Source: an optimization exercise on an open RTL-to-GDS flow (aim: a short achievable clock period and few clock cycles per item). Production flows keep margins and buffers that such runs may drop.
The RTL was checked by simulation tests, not by an equivalence proof against the original design.
No activity file was given, so power comes from the tool's default toggle rates.

## udp_core_top
module udp_core_top (
    input  logic        ctrl_aclk,
    input  logic        ctrl_aresetn,
    input  logic [31:0] eth_rx_data,
    input  logic [3:0]  eth_rx_keep,
    input  logic        eth_rx_last,
    input  logic        eth_rx_valid,
    output logic        eth_rx_ready,
    output logic [31:0] eth_tx_data,
    output logic [3:0]  eth_tx_keep,
    output logic        eth_tx_last,
    output logic        eth_tx_valid,
    input  logic        eth_tx_ready,
    input  logic        tx_req_valid,
    output logic        tx_req_ready,
    input  logic [47:0] tx_req_dst_mac,
    input  logic [31:0] tx_req_dst_ip,
    input  logic [15:0] tx_req_src_port,
    input  logic [15:0] tx_req_dst_port,
    input  logic [15:0] tx_req_length,
    input  logic [31:0] tx_data_data,
    input  logic [3:0]  tx_data_keep,
    input  logic        tx_data_last,
    input  logic        tx_data_valid,
    output logic [31:0] rx_payload_data,
    output logic [3:0]  rx_payload_keep,
    output logic        rx_payload_last,
    output logic        rx_payload_valid,
    input  logic        rx_payload_ready
);
Size in the first run: about 7200 cells after synthesis, about 3500 flip-flops, about 290 I/O pins, about 120000 um2 of cells after synthesis.
==> flow/config.mk <==
export PLATFORM = sky130hd
export DESIGN_NAME = udp_core_top
export DESIGN_NICKNAME = udp_core_top
export VERILOG_FILES = /design/flow/design.v
export SDC_FILE = /design/flow/constraint.sdc
export NUM_CORES = 4
export LEC_CHECK = 0
export CAP_MARGIN = 20
export CORE_MARGIN = 2
export CORE_UTILIZATION = 60
export CTS_CLUSTER_DIAMETER = 80
export CTS_CLUSTER_SIZE = 30
export PLACE_DENSITY = 0.7
export SLEW_MARGIN = 20
==> flow/constraint.sdc <==
create_clock -name core_clock -period 10.0 [get_ports {ctrl_aclk}]
set_input_delay 2.0000 -clock core_clock [delete_from_list [all_inputs] [get_ports {ctrl_aclk}]]
set_output_delay 2.0000 -clock core_clock [all_outputs]
set_load 0.01 [all_outputs]
standard.sh (not shown) runs the stock make flow with config.mk's settings and CLKGATE_MAP_FILE= SYNTH_SCRIPT=/design/flow/synth_recipe.tcl, a recipe that flattens the netlist after the stock synthesis.
==> flow/flow/run.sh <==
#!/bin/bash
# The standard layout, with timing repair asked to leave extra setup slack.
set -euo pipefail
export SETUP_SLACK_MARGIN=7.0
bash standard.sh > flow_make.log 2>&1
Testbench counts at the start, summed over its fixed seeds: cycles 52,143, tx frames 1,200.
Change:
--- a/flow/config.mk
+++ b/flow/config.mk
@@ -9,6 +9,6 @@
 export CORE_MARGIN = 2
-export CORE_UTILIZATION = 60
-export CTS_CLUSTER_DIAMETER = 80
+export CORE_UTILIZATION = 50
+export CTS_CLUSTER_DIAMETER = 55
 export CTS_CLUSTER_SIZE = 30
-export PLACE_DENSITY = 0.7
+export PLACE_DENSITY = 0.65
 export SLEW_MARGIN = 20
=> The changed run finished clean. Cell area climbs by 3.3%. Cell count came out higher by 6.6%. Non-clock buffer count goes down by 9. Power goes up by 12%. First-iteration DRC count shrinks by 12%. Synthesized cell count is unchanged.

---

before:
Starting RTL as in the previous note.
export LEC_CHECK = 0
export CAP_MARGIN = 20
export CORE_MARGIN = 2
export CORE_UTILIZATION = 50
export CTS_CLUSTER_DIAMETER = 80
export CTS_CLUSTER_SIZE = 30
export PLACE_DENSITY = 0.88
export SLEW_MARGIN = 20
create_clock -name core_clock -period 10.0 [get_ports {ctrl_aclk}]
Scripts as last shown in full above: flow/flow/run.sh
Testbench counts of before, summed over its fixed seeds: cycles 52,143, tx frames 1,200.
--- input diff before..after ---
- PLACE_DENSITY changed from 0.88 to 0.78
==> flow/flow/run.sh <==
#!/bin/bash
# The standard layout, with timing repair asked to leave extra setup slack.
set -euo pipefail
export SETUP_SLACK_MARGIN=7.3
bash standard.sh > flow_make.log 2>&1
after gives less via count of the first global-routing pass than before did.
Per the comparison of after with before, worst slack on hold paths now smaller; diode insertion count for antenna repair dropped 4.
In the reports for before and after, the smaller areal power density over the cells belongs to after.
| final clock period utilization by the worst path | after vs before | ≈ equal |
Min wire length of the first global-routing pass across before and after: after
Diff before -> after | area of the multi-input gates | up slightly

==> static timing again, ports no longer ideal <==
Ports are ideal in the flow. The routed layouts listed here were re-timed in OpenROAD.
Step 1: set_driving_cell puts a clkbuf_16 on ctrl_aclk and a buf_2 on each other input, an assumption about the parent block.
Step 2, shift: input delay + t, output delay - t, t = (earliest + latest rising clock arrival at the registers) / 2. This alone moves slack from input paths to output paths.
Slacks: ideal / step 1 / step 2; pairs: ideal / step 1.
run	shift t [ns]	setup slack, ns	worst register clock-pin slew, ns	worst slew at a driven data input, ns	cell pins on the clock port's net
the first run of note 1	0.935	6.623 / 6.534 / 6.204	0.12 / 0.12	0.15	1
the second run of note 1	1.003	6.581 / 6.476 / 6.115	0.12 / 0.12	0.09	1
before	0.934	6.654 / 6.559 / 6.168	0.12 / 0.12	0.14	1
after	0.960	6.662 / 6.558 / 6.392	0.12 / 0.12	0.07	1
After both steps setup and hold are still met in every run listed. For before, which loses most, drivers alone change the setup slack by -0.095 ns; drivers and shift together by -0.486 ns.
